Source: an optimization exercise on an open RTL-to-GDS flow (aim: small area, a short achievable clock period and few clock cycles per item). Production flows keep margins and buffers that such runs may drop.
The RTL was checked by simulation tests, not by an equivalence proof against the original design.

[design/flow/design.v]
package sdeb_pkg;
	localparam int CordicSteps = 14;
	localparam logic [15:0] HalfTurn = 16'd32768;
	localparam logic [15:0] QuarterTurn = 16'd16384;
	typedef enum logic [1:0] {
		CFG_INCREMENT = 2'd0,
		CFG_CEILING = 2'd1,
		CFG_DECAY_STEP = 2'd2
	} cfg_idx_t;
	typedef struct packed {
		logic signed [15:0] x_pos;
		logic signed [15:0] y_pos;
		logic [15:0] source_energy;
		logic frame_start;
	} in_item_t;
	typedef struct packed {
		logic [5:0] hit_bin;
		logic [8:0] peak_angle;
		logic [7:0] peak_level;
	} out_item_t;
	function automatic logic [15:0] turn_atan(input logic [3:0] i);
		logic [15:0] r;
		case (i)
			4'd0: r = 16'd8192;
			4'd1: r = 16'd4836;
			4'd2: r = 16'd2555;
			4'd3: r = 16'd1297;
			4'd4: r = 16'd651;
			4'd5: r = 16'd326;
			4'd6: r = 16'd163;
			4'd7: r = 16'd81;
			4'd8: r = 16'd41;
			4'd9: r = 16'd20;
			4'd10: r = 16'd10;
			4'd11: r = 16'd5;
			4'd12: r = 16'd3;
			4'd13: r = 16'd1;
			default: r = 16'd0;
		endcase
		turn_atan = r;
	endfunction
endpackage
module sdeb_cordic #(
	parameter logic [13:0] REG_AFTER = 14'b10_1111_1111_1111,
	parameter int SW = 1,
	parameter int SW2 = 1,
	parameter int J2 = 2
) (
	input  logic clk,
	input  logic arst_n,
	input  logic in_valid,
	input  logic [18:0] x_in,           
	input  logic signed [18:0] y_in,    
	input  logic [SW-1:0] side_in,
	input  logic [SW2-1:0] side2_in,
	output logic out_valid,
	output logic [13:0] dirs,           
	output logic [SW-1:0] side_out,
	output logic [SW2-1:0] side2_out
);
	function automatic int yw(input int i);
		case (i)
			0, 1, 2: yw = 19;
			3: yw = 18;
			4: yw = 16;
			default: yw = 21 - i;
		endcase
	endfunction
	logic [18:0] xs [15];
	logic [18:0] ys [15];
	logic [13:0] ds [15];
	logic vs [15];
	logic [SW-1:0] ss [15];
	logic [SW2-1:0] s2 [15];
	assign xs[0] = x_in;
	assign ys[0] = y_in;
	assign ds[0] = '0;
	assign vs[0] = in_valid;
	assign ss[0] = side_in;
	assign s2[0] = '0;
	for (genvar i = 0; i < 14; i++) begin : g_it
		localparam int WI = yw(i);
		localparam int WO = (i < 13) ? yw(i + 1) : 1;
		logic signed [WI-1:0] y;
		logic [18:0] x, xn;
		logic signed [WO-1:0] yn;
		logic [13:0] dn;
		logic [SW2-1:0] s2n;
		logic s;
		assign x = xs[i];
		assign y = ys[i][WI-1:0];
		assign s = !y[WI-1];
		assign s2n = (i + 1 == J2) ? side2_in : s2[i];
		if (i < 12) begin : g_x
			localparam int MW = (WI - i - 1 > 0) ? WI - i - 1 : 1;
			logic [MW-1:0] m;
			logic [19:0] xa;
			assign m = MW'(y >>> i) ^ {MW{~s}};
			assign xa = {x, 1'b1} + {(19-MW)'(0), m, ~s};
			assign xn = xa[19:1];
		end else begin : g_nx
			assign xn = x;
		end
		if (i < 13) begin : g_y
			logic [WO-1:0] dy;
			logic [WO:0] ya;
			assign dy = WO'(x >> i) ^ {WO{s}};
			assign ya = {WO'(y), 1'b1} + {dy, s};
			assign yn = ya[WO:1];
		end else begin : g_ny
			assign yn = '0;
		end
		always_comb begin
			dn = ds[i];
			dn[i] = s;
		end
		if (REG_AFTER[i]) begin : g_r
			logic v_q;
			logic [18:0] x_q, y_q;
			logic [13:0] d_q;
			logic [SW-1:0] s_q;
			logic [SW2-1:0] s2_q;
			always_ff @(posedge clk or negedge arst_n)
				if (!arst_n) v_q <= 1'b0;
				else v_q <= vs[i];
			always_ff @(posedge clk) begin
				x_q <= xn;
				y_q <= 19'(yn);
				d_q <= dn;
				s_q <= ss[i];
				s2_q <= s2n;
			end
			assign vs[i+1] = v_q;
			assign xs[i+1] = x_q;
			assign ys[i+1] = y_q;
			assign ds[i+1] = d_q;
			assign ss[i+1] = s_q;
			assign s2[i+1] = s2_q;
		end else begin : g_c
			assign vs[i+1] = vs[i];
			assign xs[i+1] = xn;
			assign ys[i+1] = 19'(yn);
			assign ds[i+1] = dn;
			assign ss[i+1] = ss[i];
			assign s2[i+1] = s2n;
		end
	end
	assign out_valid = vs[14];
	assign dirs = ds[14];
	assign side_out = ss[14];
	assign side2_out = s2[14];
endmodule
module sound_direction_energy_bins #(
	parameter int BIN_COUNT = 36
) (
	input  logic clk,
	input  logic arst_n,
	input  logic in_valid,
	output logic in_stall,
	input  sdeb_pkg::in_item_t in_data,
	output logic out_valid,
	input  logic out_stall,
	output sdeb_pkg::out_item_t out_data,
	input  logic cfg_we,
	input  logic [1:0] cfg_index,
	input  logic [7:0] cfg_data
);
	localparam int NB = 36;
	logic [7:0] increment_q, ceiling_q, decay_step_q;
	logic scan_q, seek_q, stall_q, ov_q;
	logic [1:0] cnt_q;
	logic blocked, consume, recirc, taken;
	logic u_v, u_fs, u_head;
	logic [5:0] u_h;
	logic [7:0] u_add;
	logic v0_q, rc0_q, hd0_q, fs0_q;
	logic [15:0] ax0_q, e0_q;
	logic [16:0] yf0_q;
	logic [5:0] tag0_q;
	logic [15:0] ix, iy;
	logic xneg, xz, yz;
	assign ix = in_data.x_pos;
	assign iy = in_data.y_pos;
	assign xneg = ix[15];
	assign xz = (ix == 16'd0);
	assign yz = (iy == 16'd0);
	logic rx_v, rx_hd, rx_fs;
	logic [5:0] rx_h;
	logic [7:0] rx_add;
	always_ff @(posedge clk or negedge arst_n)
		if (!arst_n) rx_v <= 1'b0;
		else rx_v <= recirc;
	always_ff @(posedge clk) begin
		rx_hd <= u_head || !seek_q;
		rx_h <= u_h;
		rx_add <= u_add;
		rx_fs <= u_fs;
	end
	always_ff @(posedge clk or negedge arst_n)
		if (!arst_n) v0_q <= 1'b0;
		else v0_q <= rx_v || (in_valid && !stall_q);
	always_ff @(posedge clk) begin
		ax0_q <= xneg ? 16'd0 - ix : ix;
		yf0_q <= xneg ? 17'd0 - {iy[15], iy} : {iy[15], iy};
		if (rx_v) begin
			rc0_q <= 1'b1;
			hd0_q <= rx_hd;
			tag0_q <= rx_h;
			e0_q <= {8'd0, rx_add};
			fs0_q <= rx_fs;
		end else begin
			rc0_q <= 1'b0;
			hd0_q <= 1'b0;
			tag0_q <= {2'b00, xneg, xz | yz, yz ? {1'b0, xneg} : {1'b1, iy[15]}};
			e0_q <= in_data.source_energy;
			fs0_q <= in_data.frame_start;
		end
	end
	logic m1_rc, m2_rc, m3_rc;
	logic [7:0] m1_q, m2_q, m3_q, add1;
	logic [11:0] m1_e;
	logic [7:0] m2_e;
	logic [3:0] m3_e;
	logic [11:0] pp0, pp1, pp2, pp3;
	assign pp0 = increment_q * e0_q[3:0];
	assign pp1 = increment_q * m1_e[3:0] + {4'd0, m1_q};
	assign pp2 = increment_q * m2_e[3:0] + {4'd0, m2_q};
	assign pp3 = increment_q * m3_e + {4'd0, m3_q};
	always_ff @(posedge clk) begin
		m1_rc <= rc0_q;
		m1_q <= rc0_q ? e0_q[7:0] : pp0[11:4];
		m1_e <= e0_q[15:4];
		m2_rc <= m1_rc;
		m2_q <= m1_rc ? m1_q : pp1[11:4];
		m2_e <= m1_e[11:4];
		m3_rc <= m2_rc;
		m3_q <= m2_rc ? m2_q : pp2[11:4];
		m3_e <= m2_e[7:4];
	end
	assign add1 = m3_rc ? m3_q : pp3[11:4];
	localparam int SW = 1 + 1 + 1 + 6;
	logic cv;
	logic [13:0] dirs;
	logic [SW-1:0] side_o;
	logic [7:0] c_add;
	sdeb_cordic #(.SW(SW), .SW2(8), .J2(4), .REG_AFTER(14'b10_1011_1111_1111)) u_cordic (
		.clk(clk), .arst_n(arst_n),
		.in_valid(v0_q),
		.x_in({1'b0, ax0_q, 2'b00}),
		.y_in({yf0_q, 2'b00}),
		.side_in({rc0_q, hd0_q, fs0_q, tag0_q}),
		.side2_in(add1),
		.out_valid(cv), .dirs(dirs), .side_out(side_o), .side2_out(c_add)
	);
	logic [19:0] th, tl;
	always_comb begin
		th = side_o[3] ? 20'd131283 : 20'd426195;
		for (int i = 0; i < 7; i++)
			th = th + (dirs[i] ? 20'(18 * int'(sdeb_pkg::turn_atan(4'(i)))) : 20'd0);
		tl = 20'd0;
		for (int i = 7; i < 14; i++)
			tl = tl + (dirs[i] ? 20'(18 * int'(sdeb_pkg::turn_atan(4'(i)))) : 20'd0);
	end
	logic za_v;
	logic [19:0] za_th;
	logic [11:0] za_tl;
	logic [SW-1:0] za_s;
	logic [7:0] za_add;
	always_ff @(posedge clk or negedge arst_n)
		if (!arst_n) za_v <= 1'b0;
		else za_v <= cv;
	always_ff @(posedge clk) begin
		za_th <= th;
		za_tl <= tl[11:0];
		za_s <= side_o;
		za_add <= c_add;
	end
	logic z_rc, z_hd, z_fs;
	logic [5:0] z_tag, hn, t6;
	logic [19:0] tt;
	assign {z_rc, z_hd, z_fs, z_tag} = za_s;
	assign tt = za_th + {8'd0, za_tl};
	assign t6 = tt[19:14];
	always_comb begin
		if (z_rc) hn = z_tag;
		else if (!z_tag[2]) hn = (t6 >= 6'd36) ? t6 - 6'd36 : t6;
		else case (z_tag[1:0])
			2'd0: hn = 6'd0;
			2'd1: hn = 6'd18;
			2'd2: hn = 6'd9;
			default: hn = 6'd27;
		endcase
	end
	logic b_v, b_fs, b_head;
	logic [5:0] b_h;
	logic [7:0] b_add, b_mca;
	logic signed [9:0] b_ca;      
	always_ff @(posedge clk or negedge arst_n)
		if (!arst_n) b_v <= 1'b0;
		else b_v <= za_v;
	always_ff @(posedge clk) begin
		b_h <= hn;
		ra_q <= (scan_q && scnt_q < 6'(NB)) ? scnt_q : hn;
		b_add <= za_add;
		b_ca <= 10'({2'd0, ceiling_q}) - 10'({2'd0, za_add});
		b_mca <= (za_add > ceiling_q) ? ceiling_q : za_add;
		b_fs <= z_fs;
		b_head <= z_hd;
	end
	logic [NB-1:0][8:0] bins_q;
	logic [7:0] base_q, base_n;
	logic [8:0] sp_q;             
	logic [5:0] p_q;              
	logic [8:0] ang_q;            
	logic [5:0] scnt_q, sidx_q, sh_q;
	logic [8:0] thr_q;
	logic scan_last;
	logic [8:0] rs_q, snew;
	logic [9:0] u_bn;
	logic signed [11:0] u_c1;
	logic [7:0] u_mca;
	logic [10:0] u_cbn, u_mbn;
	logic signed [10:0] spa_q, spa_n;    
	logic [1:0] cc;
	logic [5:0] ra_q;           
	logic [8:0] bdd;
	logic [9:0] bnb;
	logic signed [11:0] c1b;
	logic [7:0] mcab;
	assign bdd = b_fs ? {decay_step_q, 1'b0} : {1'b0, decay_step_q};
	assign base_n = consume ? u_bn[7:0] : base_q;
	logic [9:0] bnb0, bnb1;
	logic signed [11:0] c1b0, c1b1;
	logic [10:0] cbb0, cbb1, mbb0, mbb1;
	assign bnb0 = {2'b00, base_q} + {1'b0, bdd};
	assign bnb1 = {2'b00, u_bn[7:0]} + {1'b0, bdd};
	assign c1b0 = 12'({2'd0, bnb0}) + 12'(b_ca);
	assign c1b1 = 12'({2'd0, bnb1}) + 12'(b_ca);
	assign cbb0 = {3'd0, ceiling_q} + {1'b0, bnb0};
	assign cbb1 = {3'd0, ceiling_q} + {1'b0, bnb1};
	assign mbb0 = {3'd0, b_mca} + {1'b0, bnb0};
	assign mbb1 = {3'd0, b_mca} + {1'b0, bnb1};
	assign bnb = consume ? bnb1 : bnb0;
	assign c1b = consume ? c1b1 : c1b0;
	assign mcab = b_mca;
	logic [8:0] rsb, rsn;
	assign rsb = bins_q[ra_q];
	always_comb begin
		if (consume && u_h == b_h) rsn = snew;
		else if (!consume || cc == 2'd0) rsn = rsb;
		else if (cc == 2'd1) rsn = rsb[8] ? {1'b0, rsb[7:0]} : 9'd0;
		else rsn = 9'd0;
	end
	always_ff @(posedge clk or negedge arst_n)
		if (!arst_n) u_v <= 1'b0;
		else u_v <= b_v;
	always_ff @(posedge clk) begin
		u_h <= b_h;
		u_add <= b_add;
		u_fs <= b_fs;
		u_head <= b_head;
		rs_q <= rsn;
		u_bn <= bnb;
		u_c1 <= c1b;
		u_mca <= mcab;
		u_cbn <= consume ? cbb1 : cbb0;
		u_mbn <= consume ? mbb1 : mbb0;
		spa_q <= spa_n;
	end
	logic [8:0] rsf;
	logic [7:0] bnl;
	assign rsf = rs_q;
	assign cc = u_bn[9:8];
	assign bnl = u_bn[7:0];
	logic alive, clampa, pd0, gt, ge, vgt, vge, gtc, gec, gtm, gem, heq, hlt;
	logic signed [11:0] rsw;
	logic [9:0] rsa, vsum, lvt;
	logic [8:0] pdt;
	logic [7:0] lvl, pdv;
	assign rsw = {3'd0, rsf};
	assign alive = {1'b0, rsf} > u_bn;
	assign clampa = rsw > u_c1;
	assign pd0 = {1'b0, sp_q} <= u_bn;
	logic signed [10:0] rs11;
	assign rs11 = {2'd0, rsf};
	assign vgt = rs11 > spa_q;
	assign vge = rs11 >= spa_q;
	assign gtc = pd0 ? (ceiling_q != 8'd0) : (u_cbn > {2'd0, sp_q});
	assign gec = u_cbn >= {2'd0, sp_q};
	assign gtm = pd0 ? (u_mca != 8'd0) : (u_mbn > {2'd0, sp_q});
	assign gem = u_mbn >= {2'd0, sp_q};
	assign gt = alive ? (clampa ? gtc : (pd0 || vgt)) : gtm;
	assign ge = alive ? (clampa ? gec : vge) : gem;
	assign heq = (u_h == p_q);
	assign hlt = (u_h < p_q);
	assign vsum = {1'b0, rsf} + {2'b00, u_add};
	assign rsa = vsum - {cc, 8'd0};
	assign lvt = vsum - u_bn;
	assign lvl = !alive ? u_mca : clampa ? ceiling_q : lvt[7:0];
	assign snew = !alive ? {1'b0, u_mca} + {1'b0, bnl}
		: clampa ? {1'b0, ceiling_q} + {1'b0, bnl} : rsa[8:0];
	assign pdt = sp_q - {1'b0, bnl};
	assign pdv = pdt[7:0];      
	logic signed [10:0] ba11, dab, sn_a, sn_c, sn_m, sp_k, sp_h, sr_a, sz_a;
	assign ba11 = {3'd0, b_add};
	assign dab = 11'({3'd0, u_add}) - ba11 - 11'({cc, 8'd0});
	assign sn_a = rs11 + dab;
	assign sn_c = 11'({3'd0, ceiling_q}) + 11'({3'd0, bnl}) - ba11;
	assign sn_m = 11'({3'd0, u_mca}) + 11'({3'd0, bnl}) - ba11;
	assign sp_k = 11'({2'd0, sp_q}) - 11'({cc, 8'd0}) - ba11;
	assign sp_h = 11'({2'd0, sp_q}) - ba11;
	assign sr_a = 11'({2'd0, thr_q}) - ba11;
	assign sz_a = 11'd0 - ba11;
	logic take, rescan;
	always_comb begin
		rescan = 1'b0;
		if (pd0) take = gt;
		else if (heq) begin
			take = 1'b1;
			rescan = !gec;
		end else take = hlt ? ge : gt;
	end
	logic better;
	assign better = rsf > thr_q;
	assign scan_last = (scnt_q == 6'(NB + 2));
	always_ff @(posedge clk)
		if (!scan_q) begin
			scnt_q <= '0;
			sidx_q <= '0;
			thr_q <= {1'b0, base_q};
		end else begin
			scnt_q <= scnt_q + 6'd1;
			if (scnt_q == 6'd0) thr_q <= {1'b0, base_q};
			else if (scnt_q >= 6'd2 && scnt_q <= 6'(NB + 1) && better) begin
				sidx_q <= scnt_q - 6'd2;
				thr_q <= rsf;
			end
		end
	always_ff @(posedge clk or negedge arst_n)
		if (!arst_n) bins_q <= '0;
		else for (int j = 0; j < NB; j++) begin
			if (consume && u_h == 6'(j)) bins_q[j] <= snew;
			else if (consume && cc == 2'd1) bins_q[j] <= bins_q[j][8] ? {1'b0, bins_q[j][7:0]} : 9'd0;
			else if (consume && cc != 2'd0) bins_q[j] <= 9'd0;
		end
	assign blocked = scan_q || cnt_q[1];
	assign consume = u_v && !blocked && (!seek_q || u_head);
	assign recirc = u_v && !consume;
	assign taken = ov_q && !out_stall;
	logic push, scan_done, wr;
	logic [5:0] nh;
	logic [8:0] nang;
	logic [7:0] nlvl;
	logic [1:0] cnt_n;
	logic scan_n, seek_n;
	logic [5:0] a_h, q_h;
	logic [8:0] a_ang, q_ang;
	logic [7:0] a_lvl, q_lvl;
	logic [8:0] ang_h, ang_f;
	assign ang_h = 9'(u_h) * 9'd10;
	assign ang_f = 9'(sidx_q) * 9'd10;
	assign scan_done = scan_q && scan_last;
	assign push = (consume && !rescan) || scan_done;
	assign wr = consume || scan_done;
	always_comb begin
		if (scan_q) begin
			nh = sh_q;
			nang = ang_f;
			nlvl = 8'(thr_q - {1'b0, base_q});
		end else begin
			nh = u_h;
			nang = take ? ang_h : pd0 ? 9'd0 : ang_q;
			nlvl = take ? lvl : pd0 ? 8'd0 : pdv;
		end
	end
	assign cnt_n = cnt_q - 2'(taken) + 2'(push);
	always_comb begin
		if (consume) begin
			if (take) spa_n = !alive ? sn_m : clampa ? sn_c : sn_a;
			else if (pd0) spa_n = sz_a;
			else spa_n = sp_k;
		end else if (scan_done) spa_n = sr_a;
		else spa_n = sp_h;
	end
	assign scan_n = consume ? rescan : (scan_q && !scan_last);
	assign seek_n = (recirc && !seek_q) ? 1'b1 : (consume && u_head) ? 1'b0 : seek_q;
	always_ff @(posedge clk or negedge arst_n)
		if (!arst_n) begin
			scan_q <= 1'b0;
			seek_q <= 1'b0;
			cnt_q <= 2'd0;
			ov_q <= 1'b0;
			stall_q <= 1'b0;
			base_q <= 8'd0;
			p_q <= '0;
			ang_q <= '0;
			sp_q <= '0;
		end else begin
			scan_q <= scan_n;
			seek_q <= seek_n;
			cnt_q <= cnt_n;
			ov_q <= (cnt_n != 2'd0);
			stall_q <= seek_n || recirc;
			base_q <= base_n;
			if (consume) begin
				if (take) begin
					p_q <= u_h;
					ang_q <= ang_h;
					sp_q <= snew;
				end else if (pd0) begin
					p_q <= '0;
					ang_q <= '0;
					sp_q <= '0;
				end else sp_q <= sp_q - {cc, 8'd0};
			end else if (scan_done) begin
				p_q <= sidx_q;
				ang_q <= ang_f;
				sp_q <= thr_q;
			end
		end
	always_ff @(posedge clk) begin
		if (consume && rescan) sh_q <= u_h;
		if (wr && (cnt_q == 2'd0 || (cnt_q == 2'd1 && taken))) begin
			a_h <= nh;
			a_ang <= nang;
			a_lvl <= nlvl;
		end else if (taken && cnt_q[1]) begin
			a_h <= q_h;
			a_ang <= q_ang;
			a_lvl <= q_lvl;
		end
		if (wr && ((cnt_q == 2'd1 && !taken) || (cnt_q == 2'd2 && taken))) begin
			q_h <= nh;
			q_ang <= nang;
			q_lvl <= nlvl;
		end
	end
	assign in_stall = stall_q;
	assign out_valid = ov_q;
	assign out_data.hit_bin = a_h;
	assign out_data.peak_angle = a_ang;
	assign out_data.peak_level = a_lvl;
	always_ff @(posedge clk or negedge arst_n) begin
		if (!arst_n) begin
			increment_q <= 8'd20;
			ceiling_q <= 8'd200;
			decay_step_q <= 8'd1;
		end else if (cfg_we) begin
			case (cfg_index)
				sdeb_pkg::CFG_INCREMENT: increment_q <= cfg_data;
				sdeb_pkg::CFG_CEILING: ceiling_q <= cfg_data;
				sdeb_pkg::CFG_DECAY_STEP: decay_step_q <= cfg_data;
				default: ;
			endcase
		end
	end
endmodule
module sdeb_top (
	input  logic clk,
	input  logic arst_n,
	input  logic in_valid,
	output logic in_stall,
	input  logic signed [15:0] in_x,
	input  logic signed [15:0] in_y,
	input  logic [15:0] in_energy,
	input  logic in_frame_start,
	output logic out_valid,
	input  logic out_stall,
	output logic [5:0] out_hit_bin,
	output logic [8:0] out_peak_angle,
	output logic [7:0] out_peak_level,
	input  logic cfg_we,
	input  logic [1:0] cfg_index,
	input  logic [7:0] cfg_data
);
	sdeb_pkg::in_item_t in_data;
	sdeb_pkg::out_item_t out_data;
	assign in_data.x_pos = in_x;
	assign in_data.y_pos = in_y;
	assign in_data.source_energy = in_energy;
	assign in_data.frame_start = in_frame_start;
	assign out_hit_bin = out_data.hit_bin;
	assign out_peak_angle = out_data.peak_angle;
	assign out_peak_level = out_data.peak_level;
	sound_direction_energy_bins #(.BIN_COUNT(36)) u_bins (
		.clk(clk), .arst_n(arst_n),
		.in_valid(in_valid), .in_stall(in_stall), .in_data(in_data),
		.out_valid(out_valid), .out_stall(out_stall), .out_data(out_data),
		.cfg_we(cfg_we), .cfg_index(cfg_index), .cfg_data(cfg_data)
	);
endmodule
[design/flow/run.sh]
#!/bin/bash
# synth_recipe.tcl (not shown) runs the flow's synth.tcl, then flattens the netlist and writes it again
# the make line also repeats each setting of config.mk as NAME=value (left out here)
make -C /OpenROAD-flow-scripts/flow DESIGN_CONFIG=/design/flow/config.mk WORK_HOME=/design/flow/orfs CLKGATE_MAP_FILE= SYNTH_SCRIPT=/design/flow/synth_recipe.tcl finish
[design/flow/config.mk]
export PLATFORM = sky130hd
export DESIGN_NAME = sdeb_top
export DESIGN_NICKNAME = sdeb_top
export VERILOG_FILES = /design/flow/design.v
export SDC_FILE = /design/flow/constraint.sdc
export NUM_CORES = 4
export LEC_CHECK = 0
export CAP_MARGIN = 20
export CORE_MARGIN = 2
export CORE_UTILIZATION = 65
export CTS_BUF_LIST = sky130_fd_sc_hd__clkbuf_8
export SETUP_SLACK_MARGIN = 2.5
export SLEW_MARGIN = 20
[design/flow/constraint.sdc]
create_clock -name core_clock -period 7.0 [get_ports {clk}]
set_input_delay 1.4000 -clock core_clock [delete_from_list [all_inputs] [get_ports {clk}]]
set_output_delay 1.4000 -clock core_clock [all_outputs]
set_load 0.01 [all_outputs]
==> impl_metrics.py, run 1 <==
metrics = {
    "outcome": {
        "status": "complete, no violations",
    },
    "routing": {
        "drc": 0,
        "dr.pass1.iters": 6,
        "post_drt_via_cell_ratio": 5.92,
        "routed-via-count": 52300,
        "drtAntennaViolNets": 0,
        "drt_wl_total_mm": 179,
        "drt_iter0_markers": 3278,
        "routedWlPerCell_um": 20.3,
    },
    "floorplan": {
        "die_w_um": 337,
        "coreArea_um2": 110000,
        "start_util_pct": 65.4,
        "ios": 89,
        "placementRows": 122,
        "dieArea_um2": 114000,
        "die_y_um": 337,
    },
    "sta": {
        "setup_viol": 0,
        "max_slew_margin_pct": 17.4,
        "setup_tns_ns": 0,
        "fmax_mhz": 230,
        "slew_viol_final": 0,
        "min_period_over_period_pct": 62.2,
        "finalCriticalPeriod_ns": 4.36,
        "fin_skew_ns": 0.0503,
        "hold_viol_final": 0,
        "worstMarginPinSlew_ns": 1.23,
        "rsz0062_at_grt": "true",
    },
    "synthesis": {
        "synthCells": 6996,
        "yosysWarnings": 8,
        "netlist_area_um2": 72200,
        "synth-edff-count": 60,
        "synth-main-ff-cell": "dfxtp_1",
        "synth_seq_area_share_pct": 42.1,
        "syn_nets": 7825,
        "synth-seq-cells": 1386,
        "synth_async_sr_flop_share_pct": 29.1,
        "syn_avg_cell_area_um2": 10.3,
        "synthDistinctLibCells": 93,
    },
    "setup_path": {
        "required_ns": 7.67,
        "cp_slowest_cell": "dfxtp_1",
        "cp_max_fo": 35,
        "cp_top_family": "compound AO/OA/AOI/OAI gates",
        "crit_chain": "inv_1 -> ha_1 -> a211oi_1 -> nor3_1 -> a311oi_1 -> or2_1 -> buf_4 -> o211ai_1 -> o211ai_1 -> or2_1 -> o221ai_1 -> mux2_2",
        "critPathCaptureType": "flop",
        "cp_num_buf_inv": 2,
        "arrival_ns": 5.02,
        "cpPeakStageDelay_ns": 0.57,
        "ff2ff_setup_slack_ns": 2.64,
        "crit_type": "flop to flop",
        "cp-start-kind": "flop",
    },
    "grt": {
        "grt.overflow.total": 0,
        "grt_max_degree": 168,
        "grt_pass1_wl_mm": 282,
        "antenna_found_initial": 6,
        "grt_pass1_vias": 51800,
        "grt_use_total_pct": 31.6,
    },
    "layout": {
        "drive_gt1_share_pct": 9.15,
        "fin_nets": 7977,
        "fin_area_um2": 79700,
        "n_fill_cell": 8220,
        "multi_input_area_um2": 39400,
        "syn_to_final_growth_pct": 10.4,
        "final-seq-area_um2": 30400,
        "instances_no_fill": 8827,
    },
    "clock_tree": {
        "cts_tree": "done",
        "cts_sinks": 1386,
        "clock_latency_ns": 0.95,
        "clockBufferDepth": 3,
        "path_clk_slew_ns": 0.06,
        "cts_hold_buf": 0,
        "cts-root-buf": "clkbuf_8",
        "htree_levels": 4,
        "cts_buffers": 213,
    },
    "place": {
        "portBuffers": 88,
        "gp_congestion": 0.982,
        "placed_cells": 8413,
        "dpl.hpwl_mm": 131,
        "post_dp_cell_area_um2": 74700,
    },
    "job": {
        "maxCapViolations": 0,
    },
    "worst_hold_path": {
        "hold_class": "flop to flop",
    },
}
==> worst register-to-register path, delay by kind of cell (launching register included) <==
family / cells / cell delay [ns]
buffers and inverters: 2 / 0.70
and+or+nand+nor: 3 / 0.83
DFF: 1 / 0.57
AOI/OAI and AO/OA: 5 / 1.41
adders and majority gates: 1 / 0.26
muxes: 1 / 0.32
==> metrics by stage <==
stage,setup slack (ns),util (%),hold WS [ns]
2_1_floorplan,2.65,-,0.310
3_3_place_gp,2.43,67.7,0.310
3_5_place_dp,2.29,67.7,0.312
4_1_cts,2.57,72.1,0.285
5_1_grt,2.42,72.2,0.295
6_report,2.64,72.2,0.289
==> cells by family (layout without fill, tap and decap cells) <==
logic type / after synthesis / in the layout / synth area share, %
other cells: 0 / 4 / 0
compound gates: 1543 / 1543 / 14.6
fa+ha+maj: 765 / 765 / 14.4
simple gates: 1595 / 1595 / 10.6
mux: 238 / 238 / 5.14
xor+xnor: 783 / 783 / 9.52
buf+inv: 686 / 1025 / 3.65
flops: 1386 / 1386 / 42.1
==> metal layers <==
metal | GRT usage, % | share of wire [%]
met3 | 5.36 | 6.3
met4 | 13.5 | 4.3
met2 | 51.7 | 47
met5 | 0 | 0.023
met1 | 41.6 | 43
==> timing repair <==
item                       4_1_cts  5_1_grt
setup endpoints to repair        4       33
pin swaps                        0        1
setup buffers                    0        8
resized for setup                1       20
==> placed cells by master (no fill, tap or decap), types with 49 or more instances in the layout <==
cell type / instances
dfxtp_1: 912
ha_1: 657
xnor2_1: 540
inv_1: 532
nand2_1: 440
nor2_1: 397
dfrtp_1: 391
a21oi_1: 347
o21ai_0: 283
a22o_1: 276
clkbuf_8: 275
xor2_1: 242
nand3_1: 135
nor3_1: 131
fa_1: 108
a21o_1: 104
and2_1: 100
mux4_2: 99
clkdlybuf4s50_1: 87
o21bai_1: 80
nor2b_1: 76
mux2_2: 74
nand2b_1: 68
mux2i_1: 64
edfxtp_1: 60
and3_1: 56
o21a_1: 56
buf_4: 49
==> cell usage after synthesis (16+ instances only) <==
cell type	instances	share of area (%)
a2111oi_0	17	0.21
a211oi_1	40	0.42
a21boi_0	27	0.28
a21o_1	104	1.1
a21oi_1	352	2.4
a22o_1	276	3.3
a31oi_1	35	0.30
and2_1	100	0.87
and3_1	57	0.49
buf_1	34	0.18
buf_2	39	0.27
clkbuf_1	129	0.67
dfrtp_1	397	14
dfxtp_1	923	26
edfxtp_1	60	2.5
fa_1	108	3.0
ha_1	657	11
inv_1	482	2.5
mux2_2	74	1.2
mux2i_1	65	0.90
mux4_2	99	3.1
nand2_1	441	2.3
nand2b_1	68	0.59
nand3_1	136	0.94
nand4_1	32	0.28
nor2_1	400	2.1
nor2b_1	76	0.66
nor3_1	134	0.93
nor4_1	25	0.22
o211ai_1	38	0.40
o21a_1	56	0.58
o21ai_0	290	2.0
o21bai_1	80	0.83
o22ai_1	16	0.14
o31ai_1	32	0.33
or2_2	19	0.16
or3_1	37	0.32
xnor2_1	540	6.5
xor2_1	242	2.9
==> cell type report <==
class                   instances  share of cell area (%)
multi-input cells            4924                    49.5
flip-flops and latches       1386                    38.1
clock buffers                 275                    4.75
well taps                    1488                    2.34
inverters                     482                    2.27
repair buffers                141                    1.64
clock inverters               127                    1.38
diodes                          4                  0.0126
==> sequential cells by signal, indices dropped and copies added (netlist names), 12 cells and up <==
name	count
u_bins.m1_e	12
u_bins.u_cordic.g_it.g_r.s_q	105
u_bins.za_th	19
u_bins.ax0_q	16
u_bins.u_c1	12
u_bins.u_cordic.g_it.g_r.x_q	194
u_bins.u_cordic.g_it.g_r.d_q	81
u_bins.u_cordic.g_it.g_r.s2_q	72
u_bins.e0_q	16
u_bins.u_cordic.g_it.g_r.v_q	12
u_bins.u_cordic.g_it.g_r.y_q	159
u_bins.yf0_q	17
u_bins.bins_q	324
==> path summary, 6_finish.rpt <==
check,depth (start not counted),endpoint,startpoint
setup / recovery,12,u_bins.a_lvl[3],u_bins.u_bn[8]
hold / removal,0,u_bins.m1_e[7],u_bins.e0_q[11]
setup reg to reg,12,u_bins.a_lvl[3],u_bins.u_bn[8]
hold reg to reg,0,u_bins.m1_e[7],u_bins.e0_q[11]
max in group asynchronous,2,u_bins.increment_q[1],arst_n
min in group asynchronous,1,u_bins.bins_q[300],arst_n
Testbench counts, summed over its fixed seeds: cycles 2,536, items 2,400.
==> run 2, diff against run 1 <==
--- a/design/flow/config.mk
+++ b/design/flow/config.mk
@@ -7,7 +7,7 @@
 export LEC_CHECK = 0
 export CAP_MARGIN = 20
 export CORE_MARGIN = 2
-export CORE_UTILIZATION = 65
+export CORE_UTILIZATION = 60
 export CTS_BUF_LIST = sky130_fd_sc_hd__clkbuf_8
-export SETUP_SLACK_MARGIN = 2.5
+export SETUP_SLACK_MARGIN = 2.0
 export SLEW_MARGIN = 20
==> run 2 against run 1 <==
Still clean on timing, DRC and antenna. Non-clock buffer count is 1 higher. First-iteration DRC count increased by 8.5%. Clock skew down 0.0064 ns. Die area increased by 8.2%. Highest routed layer is now met4.
==> impl_metrics.py, run 2 <==
metrics = {
    "sta": {
        "fmax_mhz": 219,
        "rsz0062_at_grt": "false",
        "worstMarginPinSlew_ns": 1.15,
        "finalCriticalPeriod_ns": 4.58,
        "setup_viol": 0,
        "hold_slack_ns": 0.301,
        "fin_skew_ns": 0.0439,
        "min_period_over_period_pct": 65.4,
        "fin_ws_ns": 2.42,
        "setup_tns_ns": 0,
        "max_slew_margin_pct": 23.1,
        "hold_viol_final": 0,
        "slew_viol_final": 0,
    },
    "setup_path": {
        "crit_type": "flop to flop",
        "cp_num_buf_inv": 2,
        "r2r_cells": 10,
        "cp-start-kind": "flop",
        "cpPeakStageDelay_ns": 0.63,
        "crit_chain": "inv_1 -> ha_1 -> or4_1 -> a21oi_1 -> or4_1 -> o21ai_0 -> o21ai_4 -> buf_4 -> or2_0 -> o21ai_0",
        "path_depth": 10,
        "cp_top_family": "simple AND/OR/NAND/NOR gates",
        "critPathCaptureType": "flop",
        "arrival_ns": 5.37,
        "cp_slowest_cell": "dfxtp_1",
        "required_ns": 7.79,
        "cp_max_fo": 33,
    },
    "synthesis": {
        "synthDistinctLibCells": 93,
        "synth_top_family_by_area": "compound AO/OA/AOI/OAI gates",
        "syn_avg_cell_area_um2": 10.3,
        "synth.area.top_cells": "dfxtp_1 (26%), dfrtp_1 (14%), ha_1 (11%), xnor2_1 (6.5%), a22o_1 (3.3%)",
        "synth_async_sr_flop_share_pct": 29.1,
        "syn_nets": 7825,
        "synthTopCellsByCount": "dfxtp_1 (923), ha_1 (657), xnor2_1 (540), inv_1 (482), nand2_1 (441)",
        "synth_top_cell_by_area": "dfxtp_1",
        "muxShareOfSynthArea_pct": 5.14,
        "synth_simple_gate_area_share_pct": 10.6,
        "yosysWarnings": 8,
        "yosysTopAreaCellShare_pct": 25.6,
        "synth-adder-area-share_pct": 14.4,
        "synth_xor_area_share_pct": 9.52,
        "netlist_area_um2": 72200,
        "synthCells": 6996,
        "post-synth-top-count-cell": "dfxtp_1",
        "synth_compound_area_share_pct": 14.6,
        "synth-main-ff-cell": "dfxtp_1",
        "synth-edff-count": 60,
        "synth-seq-cells": 1386,
        "synth_seq_area_share_pct": 42.1,
    },
    "worst_hold_path": {
        "hold_depth": 0,
        "hold_class": "flop to flop",
    },
    "floorplan": {
        "die_y_um": 351,
        "placementRows": 127,
        "coreArea_um2": 120000,
        "dieArea_um2": 123000,
        "die_w_um": 351,
        "start_util_pct": 60.3,
        "ios": 89,
    },
    "clock_tree": {
        "cts_setup_buffers": 0,
        "cts_buffers": 218,
        "cts_hold_buf": 0,
        "cts.repair.resized": 0,
        "cts-root-buf": "clkbuf_8",
        "clock_latency_ns": 0.95,
        "cts_sinks": 1386,
        "cts_tree": "done",
        "path_clk_slew_ns": 0.06,
        "clockBufferDepth": 3,
        "htree_levels": 4,
    },
    "layout": {
        "syn_to_final_growth_pct": 10.7,
        "reg_top3": "u_bins.bins_q (324), u_bins.u_cordic.g_it.g_r.x_q (194), u_bins.u_cordic.g_it.g_r.y_q (159)",
        "n_fill_cell": 9539,
        "instances_no_fill": 8960,
        "final_common_cell": "dfxtp_1",
        "final_cell_mix": "dfxtp_1 (916), ha_1 (657), xnor2_1 (540)",
        "largest_reg_flops": 324,
        "fin_nets": 7983,
        "drive_gt1_share_pct": 9.04,
        "final-seq-area_um2": 30400,
        "top_register": "u_bins.bins_q",
        "multi_input_area_um2": 39400,
    },
    "grt": {
        "grt.overflow.total": 0,
        "grt_use_total_pct": 29.5,
        "grt_pass1_wl_mm": 285,
        "grt_pass1_vias": 51700,
        "antenna_found_initial": 4,
        "grt_max_degree": 164,
    },
    "place": {
        "placed_cells": 8546,
        "dp_slack_ns": 2.22,
        "gp_congestion": 0.945,
        "dpl.hpwl_mm": 134,
        "portBuffers": 88,
    },
    "routing": {
        "drt_iter0_markers": 3556,
        "drt_wl_total_mm": 181,
        "drc": 0,
        "routed-via-count": 51900,
        "drtAntennaViolNets": 0,
        "dr.pass1.iters": 8,
        "routedWlPerCell_um": 20.2,
        "post_drt_via_cell_ratio": 5.79,
    },
    "outcome": {
        "status": "complete, no violations",
    },
    "job": {
        "maxCapViolations": 0,
    },
}
-- run 2: final cells by class --
| type | count | area share (%) |
|---|---|---|
| multi-input cells | 4924 | 49.3 |
| flip-flops and latches | 1386 | 38.0 |
| clock buffers | 273 | 4.70 |
| well taps | 1612 | 2.52 |
| inverters | 482 | 2.26 |
| repair buffers | 142 | 1.63 |
| clock inverters | 138 | 1.53 |
| diodes | 3 | 0.00939 |
-- run 2: worst paths after layout --
kind | slack [ns] | to | from
max reg2reg | 2.42 | u_bins.sp_q[8] | u_bins.u_bn[8]
min in group asynchronous | 0.49 | u_bins.bins_q[19] | arst_n
min reg2reg | 0.30 | u_bins.u_cordic.g_it[9].g_r.s2_q[4] | u_bins.u_cordic.g_it[8].g_r.s2_q[4]
max in group asynchronous | 5.03 | u_bins.rx_v | arst_n
max | 2.42 | u_bins.sp_q[8] | u_bins.u_bn[8]
min | 0.30 | u_bins.u_cordic.g_it[9].g_r.s2_q[4] | u_bins.u_cordic.g_it[8].g_r.s2_q[4]
-- run 2: worst register-to-register path, stage by stage (launching register included) --
cell	delay (ns)
dfxtp_1	0.63
inv_1	0.35
ha_1	0.32
or4_1	0.51
a21oi_1	0.21
or4_1	0.55
o21ai_0	0.37
o21ai_4	0.34
buf_4	0.46
or2_0	0.49
o21ai_0	0.19
-- run 2: kinds of logic (layout without fill, tap and decap cells) --
| family | Yosys count | count (layout) |
|---|---|---|
| AND/OR/NAND/NOR | 1595 | 1595 |
| AO/OA/AOI/OAI | 1543 | 1543 |
| flip-flops | 1386 | 1386 |
| XOR/XNOR | 783 | 783 |
| adder cells (fa/ha/maj) | 765 | 765 |
| buffers and inverters | 686 | 1035 |
| multiplexers | 238 | 238 |
| other | 0 | 3 |
-- run 2: through the flow --
| stage | instance area [µm²] | util, % |
|---|---|---|
| finish | 79900 | 66.8 |
| global route | 79900 | 66.8 |
| CTS | 79900 | 66.8 |
| detailed placement | 74900 | 62.6 |
| global placement | 74900 | 62.6 |
| floorplan | 72200 | - |
-- run 2: per-layer routing --
| layer | GRT usage, % | vias up | part of all wire (%) |
|---|---|---|---|
| met1 | 39.1 | 25000 | 44 |
| li1 | - | 25100 | - |
| met4 | 12.0 | 0 | 4.0 |
| met3 | 5.07 | 392 | 5.8 |
| met5 | 0 | - | 0 |
| met2 | 48.1 | 1435 | 46 |
==> run 3, diff against run 2 <==
--- a/design/flow/config.mk
+++ b/design/flow/config.mk
@@ -7,7 +7,9 @@
 export LEC_CHECK = 0
 export CAP_MARGIN = 20
 export CORE_MARGIN = 2
-export CORE_UTILIZATION = 60
-export CTS_BUF_LIST = sky130_fd_sc_hd__clkbuf_8
-export SETUP_SLACK_MARGIN = 2.0
+export CORE_UTILIZATION = 55
+export CTS_BUF_LIST = sky130_fd_sc_hd__clkbuf_16
+export CTS_CLUSTER_DIAMETER = 60
+export CTS_CLUSTER_SIZE = 20
+export SETUP_SLACK_MARGIN = 3.0
 export SLEW_MARGIN = 20
==> run 3 against run 2 <==
Still clean on timing, DRC and antenna. Die area grew 9.0%. Fmax grew 15%. Worst setup slack improved by 0.59 ns. Register-to-register slack improved by 0.59 ns.
==> impl_metrics.py, run 3 <==
metrics = {
    "layout": {
        "antenna_cells": 0,
        "top_register": "u_bins.bins_q",
        "instances_no_fill": 8945,
        "final_cell_mix": "dfxtp_1 (899), ha_1 (646), xnor2_1 (533)",
        "syn_to_final_growth_pct": 11.1,
        "fin_nets": 7932,
        "final_common_cell": "dfxtp_1",
        "largest_reg_flops": 324,
        "n_fill_cell": 10900,
        "drive_gt1_share_pct": 9.29,
        "reg_top3": "u_bins.bins_q (324), u_bins.u_cordic.g_it.g_r.x_q (194), u_bins.u_cordic.g_it.g_r.y_q (159)",
    },
    "grt": {
        "grt_util_met1_pct": 36.7,
        "grt_use_total_pct": 27.0,
        "busiest_layer": "met2",
        "grt.overflow.total": 0,
        "grt_pass1_wl_mm": 288,
        "met3_usage_pct": 3.49,
        "antenna_found_initial": 3,
        "grt_pass1_vias": 50200,
        "met2_usage_pct": 45.1,
        "grt_max_degree": 143,
    },
    "setup_path": {
        "crit_chain": "fa_1 -> fa_2 -> ha_4 -> a21oi_2 -> nor2b_2 -> o31a_1 -> o41a_1 -> a41o_1 -> o41a_1 -> a41o_1 -> o41a_1 -> xor2_1",
        "cp_top_family": "compound AO/OA/AOI/OAI gates",
        "cp-start-kind": "flop",
        "crit_path_frequent_cell": "o41a_1",
        "required_ns": 7.63,
        "cpPeakStageDelay_ns": 0.60,
        "cp_max_fo": 4,
        "cp_slowest_cell": "fa_2",
        "critPathCaptureType": "flop",
        "crit_type": "flop to flop",
        "arrival_ns": 4.62,
        "cp_num_buf_inv": 0,
    },
    "synthesis": {
        "synth_seq_area_share_pct": 42.1,
        "synth-edff-count": 60,
        "netlist_area_um2": 72200,
        "synth_async_sr_flop_share_pct": 29.1,
        "syn_avg_cell_area_um2": 10.3,
        "yosysTopAreaCellShare_pct": 25.6,
        "synth_top_cell_by_area": "dfxtp_1",
        "synthCells": 6996,
        "syn_nets": 7825,
        "synth-seq-cells": 1386,
        "synthTopCellsByCount": "dfxtp_1 (923), ha_1 (657), xnor2_1 (540), inv_1 (482), nand2_1 (441)",
        "synthDistinctLibCells": 93,
        "synth-main-ff-cell": "dfxtp_1",
        "yosysWarnings": 8,
        "post-synth-top-count-cell": "dfxtp_1",
        "synth.area.top_cells": "dfxtp_1 (26%), dfrtp_1 (14%), ha_1 (11%), xnor2_1 (6.5%), a22o_1 (3.3%)",
    },
    "floorplan": {
        "dieArea_um2": 134000,
        "coreArea_um2": 130000,
        "die_w_um": 366,
        "ios": 89,
        "start_util_pct": 55.6,
        "die_y_um": 366,
        "placementRows": 132,
    },
    "place": {
        "portBuffers": 88,
        "dpl.hpwl_mm": 136,
        "gp_congestion": 0.933,
        "placed_cells": 8673,
    },
    "sta": {
        "setup_tns_ns": 0,
        "setup_viol": 0,
        "min_period_over_period_pct": 57.0,
        "fmax_mhz": 251,
        "fin_skew_ns": 0.0341,
        "finalCriticalPeriod_ns": 3.99,
        "slew_viol_final": 0,
        "worstMarginPinSlew_ns": 1.17,
        "max_slew_margin_pct": 21.9,
        "rsz0062_at_grt": "true",
        "hold_viol_final": 0,
    },
    "clock_tree": {
        "cts_tree": "done",
        "clock_latency_ns": 0.76,
        "htree_levels": 3,
        "cts-root-buf": "clkbuf_16",
        "cts_sinks": 1386,
        "path_clk_slew_ns": 0.08,
        "cts_buffers": 116,
        "cts_hold_buf": 0,
        "clockBufferDepth": 3,
    },
    "job": {
        "maxCapViolations": 0,
    },
    "worst_hold_path": {
        "hold_class": "flop to flop",
    },
    "routing": {
        "drtAntennaViolNets": 0,
        "routed-via-count": 51000,
        "drc": 0,
        "drt_iter0_markers": 3458,
        "routedWlPerCell_um": 20.6,
        "post_drt_via_cell_ratio": 5.70,
        "dr.pass1.iters": 5,
        "drt_wl_total_mm": 185,
    },
    "outcome": {
        "status": "complete, no violations",
    },
}
==> run 3: cell counts after synthesis <==
Identical to the previous run, type by type.
==> run 3: logic make-up after synthesis <==
| family | Yosys count | share of synthesized area [%] |
|---|---|---|
| AND/OR/NAND/NOR | 1595 | 10.6 |
| AO/OA/AOI/OAI | 1543 | 14.6 |
| flip-flops | 1386 | 42.1 |
| XOR/XNOR | 783 | 9.52 |
| adder cells (fa/ha/maj) | 765 | 14.4 |
| buffers and inverters | 686 | 3.65 |
| multiplexers | 238 | 5.14 |
==> run 3: metrics by stage <==
stage          utilization [%]  setup slack (ns)  hold slack (ns)  instance area, µm²
3_3_place_gp              57.7              2.42            0.309               75100
6_report                  61.7              3.01            0.306               80200
4_1_cts                   61.0              2.96            0.313               79300
3_5_place_dp              57.7              2.55            0.312               75100
2_1_floorplan                -              2.90            0.310               72200
5_1_grt                   61.7              2.79            0.325               80200
==> run 3: repair_timing <==
| item | in CTS | in global routing |
|---|---|---|
| setup buffers | 8 | 44 |
| pin swaps | 4 | 47 |
| resized for setup | 54 | 109 |
| cloned | 1 | 1 |
| endpoints found under the setup margin | 99 | 103 |
==> run 3: final timing paths <==
| kind | from | end | slack, ns | depth (start not counted) |
|---|---|---|---|---|
| hold reg to reg | u_bins.u_cordic.g_it[11].g_r.s2_q[0] | u_bins.u_cordic.g_it[13].g_r.s2_q[0] | 0.31 | 0 |
| setup reg to reg | u_bins.u_cordic.g_it[13].g_r.d_q[5] | u_bins.za_th[18] | 3.01 | 12 |
| setup / recovery | u_bins.u_cordic.g_it[13].g_r.d_q[5] | u_bins.za_th[18] | 3.01 | 12 |
| hold / removal | u_bins.u_cordic.g_it[11].g_r.s2_q[0] | u_bins.u_cordic.g_it[13].g_r.s2_q[0] | 0.31 | 0 |
| max in group asynchronous | arst_n | u_bins.bins_q[156] | 4.84 | 2 |
| min in group asynchronous | arst_n | u_bins.bins_q[48] | 0.75 | 1 |
==> run 3: area by class of cell <==
cell class / count / area [µm²] / share of cell area [%]
clock buffers: 121 / 3030 / 3.78
flip-flops and latches: 1386 / 30400 / 38.0
clock inverters: 97 / 1030 / 1.29
repair buffers: 192 / 1800 / 2.24
inverters: 482 / 1820 / 2.27
well taps: 1742 / 2180 / 2.72
multi-input cells: 4925 / 39900 / 49.8
==> run 3: metal layers <==
layer	part of all wire [%]	vias up
li1	-	24900
met1	45	24700
met2	47	1132
met3	4.6	312
met4	3.2	2
met5	0.0070	-
==> run 3: worst register-to-register path: cells and delay by family (launching register included) <==
family | cells | cell delay, ns
fa+ha+maj | 3 | 1.32
flops | 1 | 0.37
compound gates | 7 | 2.01
simple gates | 1 | 0.06
xor+xnor | 1 | 0.14

==> static timing again, ports no longer ideal <==
The flow's constraints put no driver on any port. The routed layouts listed below were extracted and timed again, unchanged, in two steps.
Step 1 (the two cells are an assumption about what drives the block):
set clk [get_ports {clk}]
set_driving_cell -lib_cell sky130_fd_sc_hd__clkbuf_16 $clk
set_driving_cell -lib_cell sky130_fd_sc_hd__buf_2 [delete_from_list [all_inputs] $clk]
Step 2 times the ports against the registers' clock, not the clock port: input delays grow and output delays shrink by t, the midpoint of the rising clock arrivals with the driver on.
Slacks: ideal ports / drivers / drivers and shift; pairs: ideal ports / drivers.
run | shift t [ns] | slack for setup (ns) | worst setup path after step 2 | worst register clock-pin slew, ns | worst data-port slew with drivers (ns)
run 1 | 0.999 | 2.643 / 2.643 / 2.643 | register to register | 0.08 / 0.08 | 0.15
run 2 | 1.002 | 2.424 / 2.424 / 2.424 | register to register | 0.07 / 0.07 | 0.13
run 3 | 0.825 | 3.010 / 3.010 / 3.010 | register to register | 0.08 / 0.08 | 0.11
After both steps every run listed still meets setup and hold.
